This is an optimization exercise on Yosys and OpenROAD, whose aim is small area, a short achievable clock period and few clock cycles per item, not a production implementation.
Function was checked by simulation only, so behaviour that the tests miss may differ from the original.
Power is estimated from default activity; no workload was simulated.

Design bch_decoder, start of the top module:
module bch_decoder (
    input  logic       clk,
    input  logic       rst_n,
    input  logic       in_valid,
    input  logic [3:0] in_syndrome,
    output logic       out_valid,
    output logic [3:0] out_location
);
For scale: ~30 flip-flops, ~12 I/O pins.
clock: 10.0 ns
lec_check: 0
abc_area: 1
cap_margin: 20
core_margin: 2
core_utilization: 40
slew_margin: 20
run.sh (not shown) runs the stock make flow with config.mk's settings and CLKGATE_MAP_FILE= SYNTH_SCRIPT=/design/flow/synth_recipe.tcl, a recipe that flattens the netlist after the stock synthesis.
Testbench counts at the start, summed over its fixed seeds: cycles 19,200, blocks 2,400.
Next try:
==> flow/flow/run.sh (new file) <==
#!/bin/bash
# Own layout flow: the standard synthesis, then the combinational cells re-mapped by Yosys/ABC
# (every flip-flop kept as the standard synthesis made it: same instances, names and cell types),
# then the standard layout steps, with timing repair aimed past the 10 ns clock.
# Each tool's output goes to a log file of its own in the work folder.
set -euo pipefail
WORK=$(pwd)
R=$WORK/orfs/results/$FLOW_PLATFORM/bch_decoder/base
YOSYS=$FLOW_HOME/../tools/install/yosys/bin/yosys
LIB=$FLOW_HOME/platforms/$FLOW_PLATFORM/lib/sky130_fd_sc_hd__tt_025C_1v80.lib

# 1. standard synthesis
bash standard.sh synth > "$WORK/log_1_synth.txt" 2>&1

# 2. re-map the combinational logic
cp "$R/1_2_yosys.v" "$WORK/standard_synth.v"
sed -e "s#@LIB@#$LIB#g" -e "s#@IN@#$WORK/standard_synth.v#g" -e "s#@OUT@#$R/1_2_yosys.v#g" \
    -e "s#@ABC@#$WORK/flow/remap.abc#g" "$WORK/flow/remap.ys" > "$WORK/remap.ys"
"$YOSYS" -s "$WORK/remap.ys" > "$WORK/log_2_remap.txt" 2>&1
rm -f "$R/1_synth.odb" "$R/1_synth.sdc"
bash standard.sh synth > "$WORK/log_3_synth_odb.txt" 2>&1

# 3. standard layout steps
bash standard.sh SETUP_SLACK_MARGIN=7 "BUFFER_PORTS_ARGS=-buffer_cell sky130_fd_sc_hd__buf_2" finish \
    > "$WORK/log_4_layout.txt" 2>&1
==> flow/flow/remap.abc (new file) <==
strash
ifraig
dc2
dch -f
amap -F 100
topo
==> flow/flow/remap.ys (new file) <==
# Re-map the combinational cells of the standard synthesis; flip-flops stay as they are.
read_liberty -ignore_miss_func @LIB@
read_verilog @IN@
hierarchy -top bch_decoder
setattr -mod -set blackbox 1 sky130_fd_sc_hd__*df* sky130_fd_sc_hd__*dl* sky130_fd_sc_hd__*sdf*
flatten
opt_clean -purge
abc -liberty @LIB@ -script @ABC@ -dont_use sky130_fd_sc_hd__probe_p_8 -dont_use sky130_fd_sc_hd__probec_p_8 -dont_use *lpflow*
opt_clean -purge
setundef -zero
hilomap -singleton -hicell sky130_fd_sc_hd__conb_1 HI -locell sky130_fd_sc_hd__conb_1 LO
splitnets
opt_clean -purge
insbuf -buf sky130_fd_sc_hd__buf_4 A X
stat -liberty @LIB@
write_verilog -noattr -nohex -nodec @OUT@
==> flow/standard.sh (new file) <==
#!/bin/bash
# synth_recipe.tcl (not shown) runs the flow's synth.tcl, then flattens the netlist and writes it again
# the make line also repeats each setting of config.mk as NAME=value (left out here)
make -C /OpenROAD-flow-scripts/flow DESIGN_CONFIG=/design/flow/config.mk WORK_HOME=/design/flow/orfs CLKGATE_MAP_FILE= SYNTH_SCRIPT=/design/flow/synth_recipe.tcl "${@:-finish}"
removed: flow/run.sh
Worst setup slack improves by 0.36 ns.
Sequential share of layout area came out lower by 1.7 points.
Design area increases by a little under a tenth.
Combinational power climbs by a quarter to a third.

* * *

Another version of the RTL of bch_decoder (not shown whole).
Size in the first run: roughly 12 I/O pins, roughly 2300 µm² of cells after synthesis.
clock: 10.0 ns
lec_check: 0
abc_area: 1
cap_margin: 20
core_margin: 2
core_utilization: 40
place_density: 0.75
slew_margin: 20
standard.sh (not shown) runs the stock make flow with config.mk's settings and CLKGATE_MAP_FILE= SYNTH_SCRIPT=/design/flow/synth_recipe.tcl, a recipe that flattens the netlist after the stock synthesis.
==> flow/flow/run.sh <==
#!/bin/bash
# Own layout flow: the standard synthesis, then the combinational cells re-synthesised and
# re-mapped by Yosys/ABC (every flip-flop kept exactly as the standard synthesis made it: same
# instances, names and cell types; checked below), then the standard layout steps, with
# timing repair aimed past the 10 ns clock and buf_2 port buffers.
# Each tool's output goes to a log file of its own in the work folder.
set -euo pipefail
WORK=$(pwd)
R=$WORK/orfs/results/$FLOW_PLATFORM/bch_decoder/base
YOSYS=$FLOW_HOME/../tools/install/yosys/bin/yosys
LIB=$FLOW_HOME/platforms/$FLOW_PLATFORM/lib/sky130_fd_sc_hd__tt_025C_1v80.lib

# 1. standard synthesis
bash standard.sh synth > "$WORK/log_1_synth.txt" 2>&1

# 2. re-synthesise the combinational logic; keep the standard netlist if the flip-flops differ
cp "$R/1_2_yosys.v" "$WORK/standard_synth.v"
sed -e "s#@LIB@#$LIB#g" -e "s#@IN@#$WORK/standard_synth.v#g" -e "s#@OUT@#$WORK/remapped.v#g" \
    -e "s#@ABC@#$WORK/flow/remap.abc#g" "$WORK/flow/remap.ys" > "$WORK/remap.ys"
if "$YOSYS" -s "$WORK/remap.ys" > "$WORK/log_2_remap.txt" 2>&1 \
   && python3 "$WORK/flow/flops.py" "$WORK/standard_synth.v" "$WORK/remapped.v" > "$WORK/log_2_flops.txt" 2>&1; then
  cp "$WORK/remapped.v" "$R/1_2_yosys.v"
  rm -f "$R/1_synth.odb" "$R/1_synth.sdc"
  bash standard.sh synth > "$WORK/log_3_synth_odb.txt" 2>&1
fi

# 3. standard layout steps
bash standard.sh SETUP_SLACK_MARGIN=6 "BUFFER_PORTS_ARGS=-buffer_cell sky130_fd_sc_hd__buf_2" finish \
    > "$WORK/log_4_layout.txt" 2>&1
Other scripts of this flow, unchanged in this note and not shown: flow/flow/flops.py, flow/flow/remap.abc, flow/flow/remap.ys
Testbench counts at the start, summed over its fixed seeds: cycles 19,200, blocks 2,400.
Next try:
--- a/flow/flow/run.sh
+++ b/flow/flow/run.sh
@@ -28 +28 @@
-bash standard.sh SETUP_SLACK_MARGIN=6 "BUFFER_PORTS_ARGS=-buffer_cell sky130_fd_sc_hd__buf_2" finish \
+bash standard.sh SETUP_SLACK_MARGIN=6.3 "BUFFER_PORTS_ARGS=-buffer_cell sky130_fd_sc_hd__buf_2" finish \
Total power grows by 2.2%.
Global-route usage is higher by 0.76 points.
Clock power came out higher by about 0.9%.
Worst hold slack is about the same.
Fmax rises by 4.8%.
Area after synthesis does not change.
Routed wire length went up by 3.0%.
Die area stays the same.
Sequential share of layout area fell by 0.60 points.
Final area goes up by 2.3%.
Worst setup slack improved by 0.18 ns.

-- port drivers added, routing unchanged --
How much do the figures lean on ideal ports? The routed layouts below were timed once more, with nothing changed but the port constraints.
Step 1 sets driving cells, clkbuf_16 on the clock port and buf_2 on the other inputs (assumed; they add their load-dependent delay and slew).
Step 2, shift: input delay + t, output delay - t, t = (earliest + latest rising clock arrival at the registers) / 2. This alone moves slack from input paths to output paths.
Slacks: ideal / step 1 / step 2; pairs: ideal / step 1.
run | shift t [ns] | slack for setup (ns) | latest minus earliest clock arrival (ns)
the first run of note 1 | 0.309 | 6.018 / 6.026 / 5.716 | 0.008 / 0.007
the second run of note 1 | 0.312 | 6.382 / 6.382 / 6.382 | 0.010 / 0.011
the first run of note 2 | 0.300 | 6.184 / 6.184 / 6.032 | 0.002 / 0.002
the second run of note 2 | 0.303 | 6.360 / 6.370 / 6.067 | 0.002 / 0.002
After both steps setup and hold are still met in every run listed. For the first run of note 1, which loses most, drivers alone change the setup slack by +0.008 ns; drivers and shift together by -0.302 ns.
